This design comes from an exercise in tuning for small area and a short achievable clock period on the open sky130 flow, not from production work. RTL that was checked went through simulation tests only; none was proved equivalent to the original.

==> 05-02 <==
==> flow/design.v <==
package axi_txn_sig_pkg;
    localparam int SIG_W = 32;
    localparam int REC_W = 32 + 8 + SIG_W + 9;
endpackage
module axi_txn_sig_fifo #(
    parameter int W = 40
) (
    input  logic         aclk,
    input  logic         rst,
    input  logic         push,
    input  logic         pop,
    input  logic [W-1:0] din,
    output logic [W-1:0] head,
    output logic         ne,
    output logic         full,
    output logic         empty_nx
);
    logic [W-1:0] ring [7];
    logic [2:0]   wp, rp;
    logic [3:0]   cnt;
    logic         one, h_in, h_ring, r_push;
    assign ne    = cnt != 4'd0;
    assign one   = cnt == 4'd1;
    assign full  = cnt == 4'd8;
    assign h_in   = push && (!ne || (one && pop));
    assign h_ring = pop && !one;
    assign r_push = push && !h_in;
    assign empty_nx = !push && (!ne || (one && pop));
    always_ff @(posedge aclk) begin
        if (h_in)        head <= din;
        else if (h_ring) head <= ring[rp];
        if (r_push)      ring[wp] <= din;
    end
    always_ff @(posedge aclk) begin
        if (rst) begin
            wp  <= '0;
            rp  <= '0;
            cnt <= '0;
        end else begin
            if (r_push) wp <= (wp == 3'd6) ? 3'd0 : wp + 3'd1;
            if (h_ring) rp <= (rp == 3'd6) ? 3'd0 : rp + 3'd1;
            cnt <= cnt + {3'd0, push} - {3'd0, pop};
        end
    end
endmodule
module axi_txn_sig_capture (
    input  logic        aclk,
    input  logic        rst,
    input  logic        awvalid,
    input  logic        awready,
    input  logic [31:0] awaddr,
    input  logic [7:0]  awlen,
    input  logic        wvalid,
    input  logic        wready,
    input  logic        wlast,
    input  logic [63:0] wdata,
    input  logic        rec_full,
    output logic        join_v,
    output logic [80:0] join_rec,
    output logic        drop,
    output logic        bad,
    output logic        empty_nx
);
    logic        aw_hs, w_hs, last_hs;
    logic [31:0] acc, acc_next;
    logic [8:0]  beats, beats_inc;
    assign aw_hs     = awvalid && awready;
    assign w_hs      = wvalid && wready;
    assign last_hs   = w_hs && wlast;
    assign acc_next  = {acc[30:0], acc[31]} ^ wdata[31:0] ^ wdata[63:32];
    assign beats_inc = beats + 9'd1;
    logic        cmd_ne, cmd_full, cmd_enx, dsig_ne, dsig_full, dsig_enx;
    logic        cmd_push, dsig_push;
    logic [39:0] cmd_head;
    logic [40:0] dsig_head;
    assign join_v    = cmd_ne && dsig_ne && !rec_full;
    assign cmd_push  = aw_hs && (!cmd_full || join_v);
    assign dsig_push = last_hs && (!dsig_full || join_v);
    assign drop      = (aw_hs && !cmd_push) || (last_hs && !dsig_push);
    axi_txn_sig_fifo #(.W(40)) cmd_q (
        .aclk(aclk), .rst(rst), .push(cmd_push), .pop(join_v), .din({awaddr, awlen}),
        .head(cmd_head), .ne(cmd_ne), .full(cmd_full), .empty_nx(cmd_enx)
    );
    axi_txn_sig_fifo #(.W(41)) dsig_q (
        .aclk(aclk), .rst(rst), .push(dsig_push), .pop(join_v), .din({acc_next, beats_inc}),
        .head(dsig_head), .ne(dsig_ne), .full(dsig_full), .empty_nx(dsig_enx)
    );
    assign join_rec = {cmd_head, dsig_head};
    assign bad      = join_v && (dsig_head[8:0] != ({1'b0, cmd_head[7:0]} + 9'd1));
    assign empty_nx = cmd_enx && dsig_enx &&
                      (w_hs ? (wlast || beats == 9'd511) : (beats == 9'd0));
    always_ff @(posedge aclk) begin
        if (rst) begin
            acc   <= '0;
            beats <= '0;
        end else if (w_hs) begin
            acc   <= wlast ? '0 : acc_next;
            beats <= wlast ? '0 : beats_inc;
        end
    end
endmodule
module axi_txn_sig_scoreboard (
    input  logic        aclk,
    input  logic        aresetn,
    input  logic        clr,
    input  logic        u_awvalid,
    input  logic        u_awready,
    input  logic [31:0] u_awaddr,
    input  logic [7:0]  u_awlen,
    input  logic        u_wvalid,
    input  logic        u_wready,
    input  logic        u_wlast,
    input  logic [63:0] u_wdata,
    input  logic        d_awvalid,
    input  logic        d_awready,
    input  logic [31:0] d_awaddr,
    input  logic [7:0]  d_awlen,
    input  logic        d_wvalid,
    input  logic        d_wready,
    input  logic        d_wlast,
    input  logic [63:0] d_wdata,
    output logic [15:0] pass_cnt,
    output logic [15:0] fail_cnt,
    output logic        mismatch,
    output logic [31:0] first_fail_addr,
    output logic        overflow,
    output logic        len_err,
    output logic        idle
);
    logic rst;
    assign rst = !aresetn || clr;
    logic        u_join, d_join, u_drop, d_drop, u_bad, d_bad, u_enx, d_enx;
    logic [80:0] u_jrec, d_jrec;
    logic        rec_own;       
    logic        rec_ne, rec_full, rec_enx, u_has, d_has;
    logic        cmp, rec_take, u_store, d_store, rec_store;
    logic [80:0] rec_head, u_head, d_head;
    assign u_has = rec_ne && !rec_own;
    assign d_has = rec_ne && rec_own;
    axi_txn_sig_capture u_cap (
        .aclk(aclk), .rst(rst),
        .awvalid(u_awvalid), .awready(u_awready), .awaddr(u_awaddr), .awlen(u_awlen),
        .wvalid(u_wvalid), .wready(u_wready), .wlast(u_wlast), .wdata(u_wdata),
        .rec_full(rec_full && !rec_own), .join_v(u_join), .join_rec(u_jrec),
        .drop(u_drop), .bad(u_bad), .empty_nx(u_enx)
    );
    axi_txn_sig_capture d_cap (
        .aclk(aclk), .rst(rst),
        .awvalid(d_awvalid), .awready(d_awready), .awaddr(d_awaddr), .awlen(d_awlen),
        .wvalid(d_wvalid), .wready(d_wready), .wlast(d_wlast), .wdata(d_wdata),
        .rec_full(rec_full && rec_own), .join_v(d_join), .join_rec(d_jrec),
        .drop(d_drop), .bad(d_bad), .empty_nx(d_enx)
    );
    assign cmp      = (u_has || u_join) && (d_has || d_join);
    assign rec_take = cmp && rec_ne;
    assign u_store   = u_join && (u_has || !cmp);
    assign d_store   = d_join && (d_has || !cmp);
    assign rec_store = u_store || d_store;
    axi_txn_sig_fifo #(.W(81)) rec_q (
        .aclk(aclk), .rst(rst), .push(rec_store), .pop(rec_take),
        .din(u_store ? u_jrec : d_jrec),
        .head(rec_head), .ne(rec_ne), .full(rec_full), .empty_nx(rec_enx)
    );
    assign u_head = u_has ? rec_head : u_jrec;
    assign d_head = d_has ? rec_head : d_jrec;
    always_ff @(posedge aclk) begin
        if (rst) begin
            rec_own  <= 1'b0;
            overflow <= 1'b0;
            len_err  <= 1'b0;
            idle     <= 1'b1;
        end else begin
            if (rec_store && !rec_ne) rec_own <= d_store;
            if (u_drop || d_drop) overflow <= 1'b1;
            if (u_bad || d_bad)   len_err  <= 1'b1;
            idle <= u_enx && d_enx && rec_enx;
        end
    end
    always_ff @(posedge aclk) begin
        if (rst) begin
            pass_cnt        <= '0;
            fail_cnt        <= '0;
            mismatch        <= 1'b0;
            first_fail_addr <= '0;
        end else if (cmp) begin
            if (u_head == d_head) begin
                if (pass_cnt != 16'hFFFF) pass_cnt <= pass_cnt + 16'd1;
            end else begin
                if (fail_cnt != 16'hFFFF) fail_cnt <= fail_cnt + 16'd1;
                mismatch <= 1'b1;
                if (!mismatch) first_fail_addr <= u_head[80:49];
            end
        end
    end
endmodule
==> flow/run.sh <==
#!/bin/bash
# synth_recipe.tcl (not shown) runs the flow's synth.tcl, then flattens the netlist and writes it again
# the make line also repeats each setting of config.mk as NAME=value (left out here)
make -C /OpenROAD-flow-scripts/flow DESIGN_CONFIG=/design/flow/config.mk WORK_HOME=/design/flow/orfs CLKGATE_MAP_FILE= SYNTH_SCRIPT=/design/flow/synth_recipe.tcl finish
==> flow/config.mk <==
export PLATFORM = sky130hd
export DESIGN_NAME = axi_txn_sig_scoreboard
export DESIGN_NICKNAME = axi_txn_sig_scoreboard
export VERILOG_FILES = /design/flow/design.v
export SDC_FILE = /design/flow/constraint.sdc
export NUM_CORES = 4
export LEC_CHECK = 0
export CAP_MARGIN = 20
export CORE_MARGIN = 2
export CORE_UTILIZATION = 65
export SETUP_SLACK_MARGIN = 2.0
export SLEW_MARGIN = 20
==> flow/constraint.sdc <==
create_clock -name core_clock -period 6.0 [get_ports {aclk}]
set_input_delay 1.2000 -clock core_clock [delete_from_list [all_inputs] [get_ports {aclk}]]
set_output_delay 1.2000 -clock core_clock [all_outputs]
set_load 0.01 [all_outputs]
==> inputs of 01-22, as changes to 05-02 <==
==> flow/design.v, changed modules only <==
module axi_txn_sig_fifo #(
    parameter int W = 40
) (
    input  logic         aclk,
    input  logic         rst,
    input  logic         push,
    input  logic         pop,
    input  logic [W-1:0] din,
    output logic [W-1:0] head,
    output logic         ne,
    output logic         full,
    output logic         empty_nx
);
    logic [W-1:0] ring [7];
    logic [2:0]   wp, rp;
    logic [3:0]   cnt, cnt_nx;
    logic         one, h_in, h_ring;
    assign h_in     = push && (!ne || (one && pop));
    assign h_ring   = pop && !one;
    assign cnt_nx   = cnt + {3'd0, push} - {3'd0, pop};
    assign empty_nx = !push && (!ne || (one && pop));
    always_ff @(posedge aclk) begin
        if (h_in)        head <= din;
        else if (h_ring) head <= ring[rp];
        if (push)        ring[wp] <= din;
    end
    always_ff @(posedge aclk) begin
        if (rst) begin
            wp   <= '0;
            rp   <= '0;
            cnt  <= '0;
            ne   <= 1'b0;
            one  <= 1'b0;
            full <= 1'b0;
        end else begin
            if (push && !h_in) wp <= (wp == 3'd6) ? 3'd0 : wp + 3'd1;
            if (h_ring)        rp <= (rp == 3'd6) ? 3'd0 : rp + 3'd1;
            cnt  <= cnt_nx;
            ne   <= !empty_nx;
            one  <= cnt_nx == 4'd1;
            full <= cnt_nx == 4'd8;
        end
    end
endmodule
module axi_txn_sig_scoreboard (
    input  logic        aclk,
    input  logic        aresetn,
    input  logic        clr,
    input  logic        u_awvalid,
    input  logic        u_awready,
    input  logic [31:0] u_awaddr,
    input  logic [7:0]  u_awlen,
    input  logic        u_wvalid,
    input  logic        u_wready,
    input  logic        u_wlast,
    input  logic [63:0] u_wdata,
    input  logic        d_awvalid,
    input  logic        d_awready,
    input  logic [31:0] d_awaddr,
    input  logic [7:0]  d_awlen,
    input  logic        d_wvalid,
    input  logic        d_wready,
    input  logic        d_wlast,
    input  logic [63:0] d_wdata,
    output logic [15:0] pass_cnt,
    output logic [15:0] fail_cnt,
    output logic        mismatch,
    output logic [31:0] first_fail_addr,
    output logic        overflow,
    output logic        len_err,
    output logic        idle
);
    logic rst;
    assign rst = !aresetn || clr;
    logic        u_join, d_join, u_drop, d_drop, u_bad, d_bad, u_enx, d_enx;
    logic [80:0] u_jrec, d_jrec;
    logic        rec_ne, rec_full, rec_enx;
    logic        u_has, d_has;   
    logic        cmp, rec_take, u_store, d_store, rec_store;
    logic [80:0] rec_head, u_head;
    axi_txn_sig_capture u_cap (
        .aclk(aclk), .rst(rst),
        .awvalid(u_awvalid), .awready(u_awready), .awaddr(u_awaddr), .awlen(u_awlen),
        .wvalid(u_wvalid), .wready(u_wready), .wlast(u_wlast), .wdata(u_wdata),
        .rec_full(rec_full && u_has), .join_v(u_join), .join_rec(u_jrec),
        .drop(u_drop), .bad(u_bad), .empty_nx(u_enx)
    );
    axi_txn_sig_capture d_cap (
        .aclk(aclk), .rst(rst),
        .awvalid(d_awvalid), .awready(d_awready), .awaddr(d_awaddr), .awlen(d_awlen),
        .wvalid(d_wvalid), .wready(d_wready), .wlast(d_wlast), .wdata(d_wdata),
        .rec_full(rec_full && d_has), .join_v(d_join), .join_rec(d_jrec),
        .drop(d_drop), .bad(d_bad), .empty_nx(d_enx)
    );
    assign cmp      = (u_has || u_join) && (d_has || d_join);
    assign rec_take = cmp && rec_ne;
    assign u_store   = u_join && (u_has || !cmp);
    assign d_store   = d_join && (d_has || !cmp);
    assign rec_store = u_store || d_store;
    axi_txn_sig_fifo #(.W(81)) rec_q (
        .aclk(aclk), .rst(rst), .push(rec_store), .pop(rec_take),
        .din(u_store ? u_jrec : d_jrec),
        .head(rec_head), .ne(rec_ne), .full(rec_full), .empty_nx(rec_enx)
    );
    assign u_head = u_has ? rec_head : u_jrec;
    logic eq_rd, eq_ur, eq_ud, eq;
    assign eq_rd = rec_head == d_jrec;
    assign eq_ur = u_jrec == rec_head;
    assign eq_ud = u_jrec == d_jrec;
    assign eq    = u_has ? eq_rd : (d_has ? eq_ur : eq_ud);
    always_ff @(posedge aclk) begin
        if (rst) begin
            u_has    <= 1'b0;
            d_has    <= 1'b0;
            overflow <= 1'b0;
            len_err  <= 1'b0;
            idle     <= 1'b1;
        end else begin
            if (rec_enx) begin
                u_has <= 1'b0;
                d_has <= 1'b0;
            end else if (!rec_ne) begin
                u_has <= u_store;
                d_has <= d_store;
            end
            if (u_drop || d_drop) overflow <= 1'b1;
            if (u_bad || d_bad)   len_err  <= 1'b1;
            idle <= u_enx && d_enx && rec_enx;
        end
    end
    always_ff @(posedge aclk) begin
        if (rst) begin
            pass_cnt        <= '0;
            fail_cnt        <= '0;
            mismatch        <= 1'b0;
            first_fail_addr <= '0;
        end else if (cmp) begin
            if (eq) begin
                if (pass_cnt != 16'hFFFF) pass_cnt <= pass_cnt + 16'd1;
            end else begin
                if (fail_cnt != 16'hFFFF) fail_cnt <= fail_cnt + 16'd1;
                mismatch <= 1'b1;
                if (!mismatch) first_fail_addr <= u_head[80:49];
            end
        end
    end
endmodule
==> flow/flow/run.sh (new file) <==
#!/bin/bash
# Layout flow: the standard flow (standard.sh) with its synthesis unchanged.
# Two changes to how the layout is made: the port buffers that global placement
# inserts are buf_4 cells, and timing repair may pick any drive strength of a
# cell (not only cells of the same footprint).
set -euo pipefail
bash standard.sh synth > synth.log 2>&1
bash standard.sh MATCH_CELL_FOOTPRINT=0 "BUFFER_PORTS_ARGS=-buffer_cell sky130_fd_sc_hd__buf_4" finish > layout.log 2>&1
==> flow/standard.sh (new file) <==
#!/bin/bash
# synth_recipe.tcl (not shown) runs the flow's synth.tcl, then flattens the netlist and writes it again
# the make line also repeats each setting of config.mk as NAME=value (left out here)
make -C /OpenROAD-flow-scripts/flow DESIGN_CONFIG=/design/flow/config.mk WORK_HOME=/design/flow/orfs CLKGATE_MAP_FILE= SYNTH_SCRIPT=/design/flow/synth_recipe.tcl "${@:-finish}"
--- a/flow/config.mk
+++ b/flow/config.mk
@@ -7,6 +7,8 @@
 export LEC_CHECK = 0
 export CAP_MARGIN = 20
 export CORE_MARGIN = 2
-export CORE_UTILIZATION = 65
-export SETUP_SLACK_MARGIN = 2.0
+export CORE_UTILIZATION = 60
+export CTS_CLUSTER_DIAMETER = 80
+export CTS_CLUSTER_SIZE = 30
+export SETUP_SLACK_MARGIN = 3.3
 export SLEW_MARGIN = 20
removed: flow/run.sh
==> inputs of 01-28, as changes to 05-02 <==
==> flow/design.v, changed modules only <==
module axi_txn_sig_fifo #(
    parameter int W = 40
) (
    input  logic         aclk,
    input  logic         rst,
    input  logic         push,
    input  logic         pop,
    input  logic [W-1:0] din,
    output logic [W-1:0] head,
    output logic         ne,
    output logic         full,
    output logic         empty_nx
);
    logic [W-1:0] ring [7];
    logic [2:0]   wp, rp;
    logic [3:0]   cnt, cnt_nx;
    logic         one, h_in, h_ring;
    assign h_in     = push && (!ne || (one && pop));
    assign h_ring   = pop && !one;
    assign cnt_nx   = cnt + {3'd0, push} - {3'd0, pop};
    assign empty_nx = !push && (!ne || (one && pop));
    always_ff @(posedge aclk) begin
        if (h_in)        head <= din;
        else if (h_ring) head <= ring[rp];
        if (push)        ring[wp] <= din;
    end
    always_ff @(posedge aclk) begin
        if (rst) begin
            wp   <= '0;
            rp   <= '0;
            cnt  <= '0;
            ne   <= 1'b0;
            one  <= 1'b0;
            full <= 1'b0;
        end else begin
            if (push && !h_in) wp <= (wp == 3'd6) ? 3'd0 : wp + 3'd1;
            if (h_ring)        rp <= (rp == 3'd6) ? 3'd0 : rp + 3'd1;
            cnt  <= cnt_nx;
            ne   <= !empty_nx;
            one  <= cnt_nx == 4'd1;
            full <= cnt_nx == 4'd8;
        end
    end
endmodule
module axi_txn_sig_scoreboard (
    input  logic        aclk,
    input  logic        aresetn,
    input  logic        clr,
    input  logic        u_awvalid,
    input  logic        u_awready,
    input  logic [31:0] u_awaddr,
    input  logic [7:0]  u_awlen,
    input  logic        u_wvalid,
    input  logic        u_wready,
    input  logic        u_wlast,
    input  logic [63:0] u_wdata,
    input  logic        d_awvalid,
    input  logic        d_awready,
    input  logic [31:0] d_awaddr,
    input  logic [7:0]  d_awlen,
    input  logic        d_wvalid,
    input  logic        d_wready,
    input  logic        d_wlast,
    input  logic [63:0] d_wdata,
    output logic [15:0] pass_cnt,
    output logic [15:0] fail_cnt,
    output logic        mismatch,
    output logic [31:0] first_fail_addr,
    output logic        overflow,
    output logic        len_err,
    output logic        idle
);
    logic rst;
    assign rst = !aresetn || clr;
    logic        u_join, d_join, u_drop, d_drop, u_bad, d_bad, u_enx, d_enx;
    logic [80:0] u_jrec, d_jrec;
    logic        rec_ne, rec_full, rec_enx;
    logic        u_has, d_has;   
    logic        cmp, rec_take, u_store, d_store, rec_store;
    logic [80:0] rec_head, u_head;
    axi_txn_sig_capture u_cap (
        .aclk(aclk), .rst(rst),
        .awvalid(u_awvalid), .awready(u_awready), .awaddr(u_awaddr), .awlen(u_awlen),
        .wvalid(u_wvalid), .wready(u_wready), .wlast(u_wlast), .wdata(u_wdata),
        .rec_full(rec_full && u_has), .join_v(u_join), .join_rec(u_jrec),
        .drop(u_drop), .bad(u_bad), .empty_nx(u_enx)
    );
    axi_txn_sig_capture d_cap (
        .aclk(aclk), .rst(rst),
        .awvalid(d_awvalid), .awready(d_awready), .awaddr(d_awaddr), .awlen(d_awlen),
        .wvalid(d_wvalid), .wready(d_wready), .wlast(d_wlast), .wdata(d_wdata),
        .rec_full(rec_full && d_has), .join_v(d_join), .join_rec(d_jrec),
        .drop(d_drop), .bad(d_bad), .empty_nx(d_enx)
    );
    assign cmp      = (u_has || u_join) && (d_has || d_join);
    assign rec_take = cmp && rec_ne;
    assign u_store   = u_join && (u_has || !cmp);
    assign d_store   = d_join && (d_has || !cmp);
    assign rec_store = u_store || d_store;
    axi_txn_sig_fifo #(.W(81)) rec_q (
        .aclk(aclk), .rst(rst), .push(rec_store), .pop(rec_take),
        .din(u_store ? u_jrec : d_jrec),
        .head(rec_head), .ne(rec_ne), .full(rec_full), .empty_nx(rec_enx)
    );
    assign u_head = u_has ? rec_head : u_jrec;
    logic eq_rd, eq_ur, eq_ud, eq;
    assign eq_rd = rec_head == d_jrec;
    assign eq_ur = u_jrec == rec_head;
    assign eq_ud = u_jrec == d_jrec;
    assign eq    = u_has ? eq_rd : (d_has ? eq_ur : eq_ud);
    always_ff @(posedge aclk) begin
        if (rst) begin
            u_has    <= 1'b0;
            d_has    <= 1'b0;
            overflow <= 1'b0;
            len_err  <= 1'b0;
            idle     <= 1'b1;
        end else begin
            if (rec_enx) begin
                u_has <= 1'b0;
                d_has <= 1'b0;
            end else if (!rec_ne) begin
                u_has <= u_store;
                d_has <= d_store;
            end
            if (u_drop || d_drop) overflow <= 1'b1;
            if (u_bad || d_bad)   len_err  <= 1'b1;
            idle <= u_enx && d_enx && rec_enx;
        end
    end
    always_ff @(posedge aclk) begin
        if (rst) begin
            pass_cnt        <= '0;
            fail_cnt        <= '0;
            mismatch        <= 1'b0;
            first_fail_addr <= '0;
        end else if (cmp) begin
            if (eq) begin
                if (pass_cnt != 16'hFFFF) pass_cnt <= pass_cnt + 16'd1;
            end else begin
                if (fail_cnt != 16'hFFFF) fail_cnt <= fail_cnt + 16'd1;
                mismatch <= 1'b1;
                if (!mismatch) first_fail_addr <= u_head[80:49];
            end
        end
    end
endmodule
--- a/flow/config.mk
+++ b/flow/config.mk
@@ -7,6 +7,6 @@
 export LEC_CHECK = 0
 export CAP_MARGIN = 20
 export CORE_MARGIN = 2
-export CORE_UTILIZATION = 65
-export SETUP_SLACK_MARGIN = 2.0
+export CORE_UTILIZATION = 60
+export SETUP_SLACK_MARGIN = 3.3
 export SLEW_MARGIN = 20
==> notes.md <==
|  | 01-22 | 01-28 | 05-02 |
|---|---|---|---|
| Share of synthesized area spent on multiplexers | 14.0% | 14.0% | 14.0% |
| Tap cells | 1930 | 1930 | 1781 |
| Inverters excl. clock | 49 | 49 | 55 |
| Drt pass-1 iters | 6 | 6 | 5 |
| Post-CTS sizing | 214 | 379 | 7 |
| Max rail drop VDD | 0.223 mV | 0.260 mV | 0.276 mV |
| Final setup margin | 2700 ps | 2670 ps | 2080 ps |
| Die area | 152000 sq um | 152000 sq um | 140000 sq um |
| Non-clk bufs | 615 | 533 | 407 |
| Run status | no timing/DRC/antenna violations | no timing/DRC/antenna violations | no timing/DRC/antenna violations |
| Total area of multi-input combinational cells | 26900 sq um | 26200 sq um | 25400 sq um |
| Chip Width | 390 um | 390 um | 374 um |
| Simple-gate area share of the yosys netlist | 5.61% | 5.61% | 5.03% |
Function not checked in 05-02: the RTL went through the layout flow alone.

-- afterwards: timing with drivers on the ports --
In the flow no input, the clock included, has a driving cell. The finished layouts below were timed again as built, in two steps. Step 1, drivers: a clkbuf_16 drives aclk and a buf_2 each remaining input, both assumed. Step 2, shift: input delay + t, output delay - t, t = (earliest + latest rising clock arrival at the registers) / 2. This alone moves slack from input paths to output paths. a / b / c = ideal ports / drivers / drivers and shift; a / b = the first two.
| run | t (ns) | setup slack, ns | pins driven straight from the clock port |
|---|---|---|---|
| 05-02 | 0.909 | 2.084 / 2.084 / 1.398 | 1 |
| 01-22 | 0.845 | 2.701 / 2.701 / 2.533 | 1 |
| 01-28 | 0.905 | 2.665 / 2.665 / 2.385 | 1 |
After both steps setup and hold are still met in every run listed. For 05-02, which loses most, drivers alone change the setup slack by 0.000 ns; drivers and shift together by -0.686 ns.
